This design comes from an exercise in tuning for small area, a short achievable clock period and few clock cycles per item on the open sky130 flow, not from production work.

==> job 8822 <==
==> flow/design.v <==
module aes_sbox_lane (
    input  logic        clk_i,
    input  logic [7:0]  s0_i,
    input  logic [7:0]  s1_i,
    input  logic [15:0] rnd_i,
    output logic [7:0]  s0_o,
    output logic [7:0]  s1_o
);
    function automatic logic [7:0] gmul(input logic [7:0] a, input logic [7:0] b);
        logic [7:0] p, x;
        p = '0;
        x = a;
        for (int i = 0; i < 8; i++) begin
            p = b[i] ? p ^ x : p;
            x = {x[6:0], 1'b0} ^ (x[7] ? 8'h1b : 8'h00);
        end
        gmul = p;
    endfunction
    function automatic logic [7:0] sq(input logic [7:0] a);
        sq[0] = a[0] ^ a[4] ^ a[6];
        sq[1] = a[4] ^ a[6] ^ a[7];
        sq[2] = a[1] ^ a[5];
        sq[3] = a[4] ^ a[5] ^ a[6] ^ a[7];
        sq[4] = a[2] ^ a[4] ^ a[7];
        sq[5] = a[5] ^ a[6];
        sq[6] = a[3] ^ a[5];
        sq[7] = a[6] ^ a[7];
    endfunction
    function automatic logic [7:0] p4(input logic [7:0] a);
        p4[0] = a[0] ^ a[2] ^ a[3] ^ a[5] ^ a[6] ^ a[7];
        p4[1] = a[2] ^ a[3] ^ a[4] ^ a[5] ^ a[6];
        p4[2] = a[4] ^ a[5] ^ a[7];
        p4[3] = a[2] ^ a[3] ^ a[4];
        p4[4] = a[1] ^ a[2] ^ a[4] ^ a[5] ^ a[6];
        p4[5] = a[3] ^ a[6];
        p4[6] = a[4] ^ a[7];
        p4[7] = a[3] ^ a[5] ^ a[6] ^ a[7];
    endfunction
    function automatic logic [7:0] p16(input logic [7:0] a);
        p16[0] = a[0] ^ a[4] ^ a[5] ^ a[6];
        p16[1] = a[1];
        p16[2] = a[1] ^ a[2] ^ a[4] ^ a[6] ^ a[7];
        p16[3] = a[1] ^ a[3] ^ a[4] ^ a[6] ^ a[7];
        p16[4] = a[1] ^ a[5] ^ a[6];
        p16[5] = a[2] ^ a[3] ^ a[7];
        p16[6] = a[1] ^ a[2] ^ a[3] ^ a[4] ^ a[7];
        p16[7] = a[2] ^ a[3] ^ a[5];
    endfunction
    function automatic logic [7:0] lin(input logic [7:0] a);
        lin[0] = a[0] ^ a[4] ^ a[5] ^ a[6] ^ a[7];
        lin[1] = a[0] ^ a[1] ^ a[5] ^ a[6] ^ a[7];
        lin[2] = a[0] ^ a[1] ^ a[2] ^ a[6] ^ a[7];
        lin[3] = a[0] ^ a[1] ^ a[2] ^ a[3] ^ a[7];
        lin[4] = a[0] ^ a[1] ^ a[2] ^ a[3] ^ a[4];
        lin[5] = a[1] ^ a[2] ^ a[3] ^ a[4] ^ a[5];
        lin[6] = a[2] ^ a[3] ^ a[4] ^ a[5] ^ a[6];
        lin[7] = a[3] ^ a[4] ^ a[5] ^ a[6] ^ a[7];
    endfunction
    function automatic logic [7:0] to_t(input logic [7:0] a);
        to_t[0] = a[0] ^ a[5] ^ a[7];
        to_t[1] = a[2];
        to_t[2] = a[2] ^ a[3] ^ a[4] ^ a[5] ^ a[6] ^ a[7];
        to_t[3] = a[3] ^ a[4];
        to_t[4] = a[4] ^ a[5] ^ a[6];
        to_t[5] = a[1] ^ a[4] ^ a[6] ^ a[7];
        to_t[6] = a[2] ^ a[3] ^ a[5] ^ a[7];
        to_t[7] = a[5] ^ a[7];
    endfunction
    function automatic logic [7:0] lin_from_t(input logic [7:0] a);
        lin_from_t[0] = a[0] ^ a[2] ^ a[6];
        lin_from_t[1] = a[0] ^ a[1] ^ a[2] ^ a[3] ^ a[4] ^ a[5];
        lin_from_t[2] = a[0] ^ a[3] ^ a[5] ^ a[6];
        lin_from_t[3] = a[0] ^ a[2] ^ a[5];
        lin_from_t[4] = a[0] ^ a[1] ^ a[3] ^ a[4] ^ a[5];
        lin_from_t[5] = a[1] ^ a[2] ^ a[3] ^ a[5] ^ a[6] ^ a[7];
        lin_from_t[6] = a[4] ^ a[6] ^ a[7];
        lin_from_t[7] = a[1] ^ a[2];
    endfunction
    function automatic logic [3:0] g16_lsq(input logic [3:0] a);
        g16_lsq[0] = a[2];
        g16_lsq[1] = a[1] ^ a[2] ^ a[3];
        g16_lsq[2] = a[1];
        g16_lsq[3] = a[0] ^ a[2] ^ a[3];
    endfunction
    function automatic logic [3:0] g16_sq(input logic [3:0] a);
        g16_sq[0] = a[0] ^ a[2];
        g16_sq[1] = a[2];
        g16_sq[2] = a[1] ^ a[3];
        g16_sq[3] = a[3];
    endfunction
    function automatic logic [3:0] g16_mul(input logic [3:0] a, input logic [3:0] b);
        logic [3:0] p, x;
        p = '0;
        x = a;
        for (int i = 0; i < 4; i++) begin
            p = b[i] ? p ^ x : p;
            x = {x[2:0], 1'b0} ^ (x[3] ? 4'h3 : 4'h0);
        end
        g16_mul = p;
    endfunction
    function automatic logic [3:0] g16_inv(input logic [3:0] a);
        case (a)
            4'd0: g16_inv = 4'd0;
            4'd1: g16_inv = 4'd1;
            4'd2: g16_inv = 4'd9;
            4'd3: g16_inv = 4'd14;
            4'd4: g16_inv = 4'd13;
            4'd5: g16_inv = 4'd11;
            4'd6: g16_inv = 4'd7;
            4'd7: g16_inv = 4'd6;
            4'd8: g16_inv = 4'd15;
            4'd9: g16_inv = 4'd2;
            4'd10: g16_inv = 4'd12;
            4'd11: g16_inv = 4'd5;
            4'd12: g16_inv = 4'd10;
            4'd13: g16_inv = 4'd4;
            4'd14: g16_inv = 4'd3;
            4'd15: g16_inv = 4'd8;
            default: g16_inv = 4'd0;
        endcase
    endfunction
    function automatic logic [7:0] sbox(input logic [7:0] a);
        logic [7:0] t;
        logic [3:0] d, di;
        t    = to_t(a);
        d    = g16_lsq(t[7:4]) ^ g16_mul(t[7:4], t[3:0]) ^ g16_sq(t[3:0]);
        di   = g16_inv(d);
        sbox = lin_from_t({g16_mul(t[7:4], di), g16_mul(t[7:4] ^ t[3:0], di)}) ^ 8'h63;
    endfunction
    logic [7:0]  x, x2, x3, h1;
    logic [7:0]  h1_q, x3_q, x2_q, x_q;
    logic [15:0] r_q;
    logic [7:0]  h2, h3, zc, zd, t, u;
    logic [7:0]  h3_q, x2b_q, t_q, u_q;
    logic [7:0]  l4;
    always_comb begin
        x  = s0_i ^ s1_i;
        x2 = sq(x);
        x3 = gmul(x2, x);
        h1 = gmul(sq(s1_i), x) ^ rnd_i[7:0];
    end
    always_ff @(posedge clk_i) begin
        h1_q <= h1;
        x3_q <= x3;
        x2_q <= x2;
        x_q  <= x;
        r_q  <= rnd_i;
    end
    always_comb begin
        zc = r_q[7:0] ^ {r_q[11:8], r_q[15:12]};
        zd = r_q[15:8] ^ {r_q[4:0], r_q[7:5]};
        h2 = gmul(p4(h1_q), x3_q) ^ r_q[15:8];
        h3 = gmul(p16(h2), p4(x3_q)) ^ zc;
        t  = lin(zd) ^ 8'h63;
        u  = t ^ sbox(x_q);
    end
    always_ff @(posedge clk_i) begin
        h3_q  <= h3;
        x2b_q <= x2_q;
        t_q   <= t;
        u_q   <= u;
    end
    always_comb begin
        l4   = lin(gmul(h3_q, x2b_q));
        s1_o = l4 ^ t_q;
        s0_o = l4 ^ u_q;
    end
endmodule
module aes_sbox_lanes (
    input  logic        clock,
    input  logic        reset,
    input  logic        in_valid,
    output logic        in_ready,
    input  logic [31:0] in_share0,
    input  logic [31:0] in_share1,
    input  logic        rnd_valid,
    output logic        rnd_ready,
    input  logic [63:0] rnd_data,
    input  logic [63:0] prng_seed,
    output logic        out_valid,
    input  logic        out_ready,
    output logic [31:0] out_share0,
    output logic [31:0] out_share1,
    output logic [3:0]  credits_used
);
    localparam int LAT = 2;    
    logic              accept, pop, push;
    logic [31:0]       core_o0, core_o1;
    logic [LAT-1:0]    v_q;
    logic [3:0]        cred_q, cnt_q;
    logic [2:0]        wr_q, rd_q;
    logic [63:0]       mem_q [8];
    logic              unused_seed;
    assign unused_seed  = ^prng_seed;
    assign accept       = in_valid & rnd_valid & in_ready;
    assign rnd_ready    = accept;
    assign in_ready     = ~cred_q[3] & ~reset;
    assign credits_used = cred_q;
    for (genvar l = 0; l < 4; l++) begin : g_lane
        aes_sbox_lane u_lane (
            .clk_i (clock),
            .s0_i  (in_share0[8*l +: 8]),
            .s1_i  (in_share1[8*l +: 8]),
            .rnd_i (rnd_data[16*l +: 16]),
            .s0_o  (core_o0[8*l +: 8]),
            .s1_o  (core_o1[8*l +: 8])
        );
    end
    assign push       = v_q[LAT-1];
    assign out_valid  = (cnt_q != 4'd0) & ~reset;
    assign pop        = out_valid & out_ready;
    assign out_share0 = mem_q[rd_q][31:0];
    assign out_share1 = mem_q[rd_q][63:32];
    always_ff @(posedge clock) begin
        if (reset) begin
            v_q    <= '0;
            cred_q <= '0;
            cnt_q  <= '0;
            wr_q   <= '0;
            rd_q   <= '0;
        end else begin
            v_q    <= {v_q[LAT-2:0], accept};
            cred_q <= cred_q + 4'(accept) - 4'(pop);
            cnt_q  <= cnt_q + 4'(push) - 4'(pop);
            wr_q   <= wr_q + 3'(push);
            rd_q   <= rd_q + 3'(pop);
        end
    end
    always_ff @(posedge clock) begin
        if (push) mem_q[wr_q] <= {core_o1, core_o0};
    end
endmodule
==> flow/run.sh <==
#!/bin/bash
# synth_recipe.tcl (not shown) runs the flow's synth.tcl, then flattens the netlist and writes it again
# the make line also repeats each setting of config.mk as NAME=value (left out here)
make -C /OpenROAD-flow-scripts/flow DESIGN_CONFIG=/design/flow/config.mk WORK_HOME=/design/flow/orfs CLKGATE_MAP_FILE= SYNTH_SCRIPT=/design/flow/synth_recipe.tcl finish
==> flow/config.mk <==
export PLATFORM = sky130hd
export DESIGN_NAME = aes_sbox_lanes
export DESIGN_NICKNAME = aes_sbox_lanes
export VERILOG_FILES = /design/flow/design.v
export SDC_FILE = /design/flow/constraint.sdc
export NUM_CORES = 4
export LEC_CHECK = 0
export CAP_MARGIN = 20
export CORE_MARGIN = 2
export CORE_UTILIZATION = 40
export SLEW_MARGIN = 20
==> flow/constraint.sdc <==
create_clock -name core_clock -period 9.0 [get_ports {clock}]
set_input_delay 1.8000 -clock core_clock [delete_from_list [all_inputs] [get_ports {clock}]]
set_output_delay 1.8000 -clock core_clock [all_outputs]
set_load 0.01 [all_outputs]
==> inputs of job 492, as changes to job 8822 <==
==> flow/design.v, changed modules only <==
module aes_sbox_lane (
    input  logic        clk_i,
    input  logic [7:0]  s0_i,
    input  logic [7:0]  s1_i,
    input  logic [15:0] rnd_i,
    output logic [7:0]  s0_o,
    output logic [7:0]  s1_o
);
    function automatic logic [7:0] gmul(input logic [7:0] a, input logic [7:0] b);
        logic [7:0] p, x;
        p = '0;
        x = a;
        for (int i = 0; i < 8; i++) begin
            p = b[i] ? p ^ x : p;
            x = {x[6:0], 1'b0} ^ (x[7] ? 8'h1b : 8'h00);
        end
        gmul = p;
    endfunction
    function automatic logic [3:0] g16_mul(input logic [3:0] a, input logic [3:0] b);
        logic [3:0] p, x;
        p = '0;
        x = a;
        for (int i = 0; i < 4; i++) begin
            p = b[i] ? p ^ x : p;
            x = {x[2:0], 1'b0} ^ (x[3] ? 4'h3 : 4'h0);
        end
        g16_mul = p;
    endfunction
    function automatic logic [3:0] g16_inv(input logic [3:0] a);
        case (a)
            4'd0: g16_inv = 4'd0;
            4'd1: g16_inv = 4'd1;
            4'd2: g16_inv = 4'd9;
            4'd3: g16_inv = 4'd14;
            4'd4: g16_inv = 4'd13;
            4'd5: g16_inv = 4'd11;
            4'd6: g16_inv = 4'd7;
            4'd7: g16_inv = 4'd6;
            4'd8: g16_inv = 4'd15;
            4'd9: g16_inv = 4'd2;
            4'd10: g16_inv = 4'd12;
            4'd11: g16_inv = 4'd5;
            4'd12: g16_inv = 4'd10;
            4'd13: g16_inv = 4'd4;
            4'd14: g16_inv = 4'd3;
            4'd15: g16_inv = 4'd8;
            default: g16_inv = 4'd0;
        endcase
    endfunction
    function automatic logic [7:0] sq(input logic [7:0] a);
        sq[0] = a[0] ^ a[4] ^ a[6];
        sq[1] = a[4] ^ a[6] ^ a[7];
        sq[2] = a[1] ^ a[5];
        sq[3] = a[4] ^ a[5] ^ a[6] ^ a[7];
        sq[4] = a[2] ^ a[4] ^ a[7];
        sq[5] = a[5] ^ a[6];
        sq[6] = a[3] ^ a[5];
        sq[7] = a[6] ^ a[7];
    endfunction
    function automatic logic [7:0] p4(input logic [7:0] a);
        p4[0] = a[0] ^ a[2] ^ a[3] ^ a[5] ^ a[6] ^ a[7];
        p4[1] = a[2] ^ a[3] ^ a[4] ^ a[5] ^ a[6];
        p4[2] = a[4] ^ a[5] ^ a[7];
        p4[3] = a[2] ^ a[3] ^ a[4];
        p4[4] = a[1] ^ a[2] ^ a[4] ^ a[5] ^ a[6];
        p4[5] = a[3] ^ a[6];
        p4[6] = a[4] ^ a[7];
        p4[7] = a[3] ^ a[5] ^ a[6] ^ a[7];
    endfunction
    function automatic logic [7:0] p8(input logic [7:0] a);
        p8[0] = a[0] ^ a[1] ^ a[3];
        p8[1] = a[1] ^ a[2] ^ a[3];
        p8[2] = a[2] ^ a[4] ^ a[5];
        p8[3] = a[1] ^ a[2] ^ a[6];
        p8[4] = a[1] ^ a[2] ^ a[3] ^ a[5];
        p8[5] = a[3] ^ a[4] ^ a[6] ^ a[7];
        p8[6] = a[2] ^ a[4] ^ a[6];
        p8[7] = a[3] ^ a[4] ^ a[5] ^ a[6];
    endfunction
    function automatic logic [7:0] p16(input logic [7:0] a);
        p16[0] = a[0] ^ a[4] ^ a[5] ^ a[6];
        p16[1] = a[1];
        p16[2] = a[1] ^ a[2] ^ a[4] ^ a[6] ^ a[7];
        p16[3] = a[1] ^ a[3] ^ a[4] ^ a[6] ^ a[7];
        p16[4] = a[1] ^ a[5] ^ a[6];
        p16[5] = a[2] ^ a[3] ^ a[7];
        p16[6] = a[1] ^ a[2] ^ a[3] ^ a[4] ^ a[7];
        p16[7] = a[2] ^ a[3] ^ a[5];
    endfunction
    function automatic logic [7:0] p64(input logic [7:0] a);
        p64[0] = a[0] ^ a[1] ^ a[6];
        p64[1] = a[2] ^ a[3] ^ a[4] ^ a[5] ^ a[6];
        p64[2] = a[1] ^ a[6] ^ a[7];
        p64[3] = a[1] ^ a[2] ^ a[3] ^ a[5] ^ a[6];
        p64[4] = a[2] ^ a[5] ^ a[7];
        p64[5] = a[2] ^ a[6];
        p64[6] = a[1] ^ a[2] ^ a[3] ^ a[6];
        p64[7] = a[2] ^ a[5] ^ a[6] ^ a[7];
    endfunction
    function automatic logic [7:0] lin(input logic [7:0] a);
        lin[0] = a[0] ^ a[4] ^ a[5] ^ a[6] ^ a[7];
        lin[1] = a[0] ^ a[1] ^ a[5] ^ a[6] ^ a[7];
        lin[2] = a[0] ^ a[1] ^ a[2] ^ a[6] ^ a[7];
        lin[3] = a[0] ^ a[1] ^ a[2] ^ a[3] ^ a[7];
        lin[4] = a[0] ^ a[1] ^ a[2] ^ a[3] ^ a[4];
        lin[5] = a[1] ^ a[2] ^ a[3] ^ a[4] ^ a[5];
        lin[6] = a[2] ^ a[3] ^ a[4] ^ a[5] ^ a[6];
        lin[7] = a[3] ^ a[4] ^ a[5] ^ a[6] ^ a[7];
    endfunction
    function automatic logic [7:0] lin_p64(input logic [7:0] a);
        lin_p64[0] = a[0] ^ a[3];
        lin_p64[1] = a[0] ^ a[4] ^ a[6] ^ a[7];
        lin_p64[2] = a[0] ^ a[1] ^ a[2] ^ a[4] ^ a[6];
        lin_p64[3] = a[0] ^ a[1] ^ a[2] ^ a[4] ^ a[5] ^ a[6];
        lin_p64[4] = a[0] ^ a[1] ^ a[2] ^ a[4] ^ a[5];
        lin_p64[5] = a[4] ^ a[5];
        lin_p64[6] = a[1];
        lin_p64[7] = a[2] ^ a[5];
    endfunction
    function automatic logic [7:0] to_t(input logic [7:0] a);
        to_t[0] = a[0] ^ a[5] ^ a[7];
        to_t[1] = a[2];
        to_t[2] = a[2] ^ a[3] ^ a[4] ^ a[5] ^ a[6] ^ a[7];
        to_t[3] = a[3] ^ a[4];
        to_t[4] = a[4] ^ a[5] ^ a[6];
        to_t[5] = a[1] ^ a[4] ^ a[6] ^ a[7];
        to_t[6] = a[2] ^ a[3] ^ a[5] ^ a[7];
        to_t[7] = a[5] ^ a[7];
    endfunction
    function automatic logic [7:0] p8_from_t(input logic [7:0] a);
        p8_from_t[0] = a[0] ^ a[1] ^ a[4] ^ a[5] ^ a[6] ^ a[7];
        p8_from_t[1] = a[4] ^ a[5] ^ a[6];
        p8_from_t[2] = a[2] ^ a[3] ^ a[4] ^ a[7];
        p8_from_t[3] = a[2] ^ a[3] ^ a[4] ^ a[5];
        p8_from_t[4] = a[2] ^ a[5];
        p8_from_t[5] = a[1] ^ a[4] ^ a[6];
        p8_from_t[6] = a[1] ^ a[2] ^ a[6];
        p8_from_t[7] = a[1] ^ a[4] ^ a[6] ^ a[7];
    endfunction
    function automatic logic [7:0] lin_from_t(input logic [7:0] a);
        lin_from_t[0] = a[0] ^ a[2] ^ a[6];
        lin_from_t[1] = a[0] ^ a[1] ^ a[2] ^ a[3] ^ a[4] ^ a[5];
        lin_from_t[2] = a[0] ^ a[3] ^ a[5] ^ a[6];
        lin_from_t[3] = a[0] ^ a[2] ^ a[5];
        lin_from_t[4] = a[0] ^ a[1] ^ a[3] ^ a[4] ^ a[5];
        lin_from_t[5] = a[1] ^ a[2] ^ a[3] ^ a[5] ^ a[6] ^ a[7];
        lin_from_t[6] = a[4] ^ a[6] ^ a[7];
        lin_from_t[7] = a[1] ^ a[2];
    endfunction
    function automatic logic [3:0] g16_lsq(input logic [3:0] a);
        g16_lsq[0] = a[2];
        g16_lsq[1] = a[1] ^ a[2] ^ a[3];
        g16_lsq[2] = a[1];
        g16_lsq[3] = a[0] ^ a[2] ^ a[3];
    endfunction
    function automatic logic [3:0] g16_sq(input logic [3:0] a);
        g16_sq[0] = a[0] ^ a[2];
        g16_sq[1] = a[2];
        g16_sq[2] = a[1] ^ a[3];
        g16_sq[3] = a[3];
    endfunction
    logic [7:0] x;
    logic [7:0] x_q1;
    logic [7:0] a;
    logic [7:0] a_q1;
    logic [7:0] r0;
    logic [7:0] r0_q1;
    logic [7:0] r0_q2;
    logic [7:0] r1;
    logic [7:0] r1_q1;
    logic [7:0] r1_q2;
    logic [7:0] x2;
    logic [7:0] x3;
    logic [7:0] x3_q2;
    logic [7:0] g1;
    logic [7:0] g1_q2;
    logic [7:0] tx;
    logic [7:0] tx_q2;
    logic [7:0] tx_q3;
    logic [7:0] tx_q4;
    logic [7:0] xa;
    logic [7:0] r1p;
    logic [7:0] g2;
    logic [7:0] g2_q3;
    logic [7:0] xb;
    logic [7:0] xb_q3;
    logic [7:0] zc;
    logic [7:0] zcp;
    logic [7:0] zcp_q3;
    logic [7:0] zd;
    logic [7:0] t;
    logic [7:0] t_q3;
    logic [7:0] t_q4;
    logic [7:0] g3;
    logic [7:0] g3_q4;
    logic [3:0] d;
    logic [3:0] d_q4;
    logic [7:0] x8;
    logic [7:0] m4;
    logic [7:0] l4;
    logic [3:0] di;
    logic [7:0] sb;
    logic [7:0] tsb;
    logic [7:0] o1;
    logic [7:0] o0;
    always_comb begin
        x   = s0_i ^ s1_i;
        a   = sq(s1_i);
        r0  = rnd_i[7:0];
        r1  = rnd_i[15:8];
    end
    always_ff @(posedge clk_i) begin
        x_q1 <= x;
        a_q1 <= a;
        r0_q1 <= r0;
        r1_q1 <= r1;
    end
    always_comb begin
        x2  = sq(x_q1);
        x3  = gmul(x2, x_q1);
        g1  = gmul(a_q1, x_q1) ^ r0_q1;
        tx  = to_t(x_q1);
    end
    always_ff @(posedge clk_i) begin
        r0_q2 <= r0_q1;
        r1_q2 <= r1_q1;
        x3_q2 <= x3;
        g1_q2 <= g1;
        tx_q2 <= tx;
    end
    always_comb begin
        xa  = p64(x3_q2);
        r1p = p64(r1_q2);
        g2  = gmul(g1_q2, xa) ^ r1p;
        xb  = p16(x3_q2);
        zc  = r0_q2 ^ {r1_q2[3:0], r1_q2[7:4]};
        zcp = p4(zc);
        zd  = r1_q2 ^ {r0_q2[4:0], r0_q2[7:5]};
        t   = lin(zd) ^ 8'h63;
    end
    always_ff @(posedge clk_i) begin
        tx_q3 <= tx_q2;
        g2_q3 <= g2;
        xb_q3 <= xb;
        zcp_q3 <= zcp;
        t_q3 <= t;
    end
    always_comb begin
        g3  = gmul(g2_q3, xb_q3) ^ zcp_q3;
        d   = g16_lsq(tx_q3[7:4]) ^ g16_mul(tx_q3[7:4], tx_q3[3:0]) ^ g16_sq(tx_q3[3:0]);
    end
    always_ff @(posedge clk_i) begin
        tx_q4 <= tx_q3;
        t_q4 <= t_q3;
        g3_q4 <= g3;
        d_q4 <= d;
    end
    always_comb begin
        x8  = p8_from_t(tx_q4);
        m4  = gmul(g3_q4, x8);
        l4  = lin_p64(m4);
        di  = g16_inv(d_q4);
        sb  = lin_from_t({g16_mul(tx_q4[7:4], di), g16_mul(tx_q4[7:4] ^ tx_q4[3:0], di)});
        tsb = t_q4 ^ sb ^ 8'h63;
        o1  = l4 ^ t_q4;
        o0  = l4 ^ tsb;
    end
    assign s0_o = o0;
    assign s1_o = o1;
endmodule
module aes_sbox_lanes (
    input  logic        clock,
    input  logic        reset,
    input  logic        in_valid,
    output logic        in_ready,
    input  logic [31:0] in_share0,
    input  logic [31:0] in_share1,
    input  logic        rnd_valid,
    output logic        rnd_ready,
    input  logic [63:0] rnd_data,
    input  logic [63:0] prng_seed,
    output logic        out_valid,
    input  logic        out_ready,
    output logic [31:0] out_share0,
    output logic [31:0] out_share1,
    output logic [3:0]  credits_used
);
    localparam int LAT = 4;    
    logic              accept, pop, push;
    logic [31:0]       core_o0, core_o1;
    logic [LAT-1:0]    v_q;
    logic [3:0]        cred_q, cnt_q;
    logic [2:0]        wr_q, rd_q;
    logic [63:0]       mem_q [8];
    logic              unused_seed;
    assign unused_seed  = ^prng_seed;
    assign accept       = in_valid & rnd_valid & in_ready;
    assign rnd_ready    = accept;
    assign in_ready     = ~cred_q[3] & ~reset;
    assign credits_used = cred_q;
    for (genvar l = 0; l < 4; l++) begin : g_lane
        aes_sbox_lane u_lane (
            .clk_i (clock),
            .s0_i  (in_share0[8*l +: 8]),
            .s1_i  (in_share1[8*l +: 8]),
            .rnd_i (rnd_data[16*l +: 16]),
            .s0_o  (core_o0[8*l +: 8]),
            .s1_o  (core_o1[8*l +: 8])
        );
    end
    assign push       = v_q[LAT-1];
    assign out_valid  = (cnt_q != 4'd0) & ~reset;
    assign pop        = out_valid & out_ready;
    assign out_share0 = mem_q[rd_q][31:0];
    assign out_share1 = mem_q[rd_q][63:32];
    always_ff @(posedge clock) begin
        if (reset) begin
            v_q    <= '0;
            cred_q <= '0;
            cnt_q  <= '0;
            wr_q   <= '0;
            rd_q   <= '0;
        end else begin
            v_q    <= LAT'({v_q, accept});
            cred_q <= cred_q + 4'(accept) - 4'(pop);
            cnt_q  <= cnt_q + 4'(push) - 4'(pop);
            wr_q   <= wr_q + 3'(push);
            rd_q   <= rd_q + 3'(pop);
        end
    end
    always_ff @(posedge clock) begin
        if (push) mem_q[wr_q] <= {core_o1, core_o0};
    end
endmodule
Settings changed: ABC_CLOCK_PERIOD_IN_PS set to 4000, SETUP_SLACK_MARGIN set to 5, TNS_END_PERCENT set to 100.
==> summary of the runs <==
In job 8822 the final cell count is lower than in job 492, by 5.7%. In job 8822 the first-iteration DRC count is higher than in job 492, by about 20%. Between job 8822 and job 492, the lower global-route usage is in job 492 (gap 0.54 points). Of job 492 and job 8822, job 492 has the higher utilization (gap 1.6 points). In job 492 the clock-buffer cell count is higher than in job 8822, by 21. Final area: job 8822 is lower than job 492 (about 10%).
Function was not checked in any run of this note: the RTL went through the layout flow alone.

## port drivers added, routing unchanged
In the flow no input, the clock included, has a driving cell. The finished layouts below were timed again as built, in two steps. Step 1 sets driving cells, clkbuf_16 on the clock port and buf_2 on the other inputs (assumed; they add their load-dependent delay and slew). Step 2 times the ports against the registers' clock, not the clock port: input delays grow and output delays shrink by t, the midpoint of the rising clock arrivals with the driver on. a / b / c = no drivers / after step 1 / after step 2; a / b = the first two.
run | t, ns | setup slack, ns | worst slew at a driven data input, ns | pins driven straight from the clock port
job 8822 | 0.761 | 3.531 / 3.472 / 2.817 | 0.04 | 1
job 492 | 0.816 | 4.573 / 4.498 / 4.854 | 0.06 | 1
After both steps every run listed still meets setup and hold. For job 8822, which loses most, drivers alone change the setup slack by -0.059 ns; drivers and shift together by -0.714 ns.
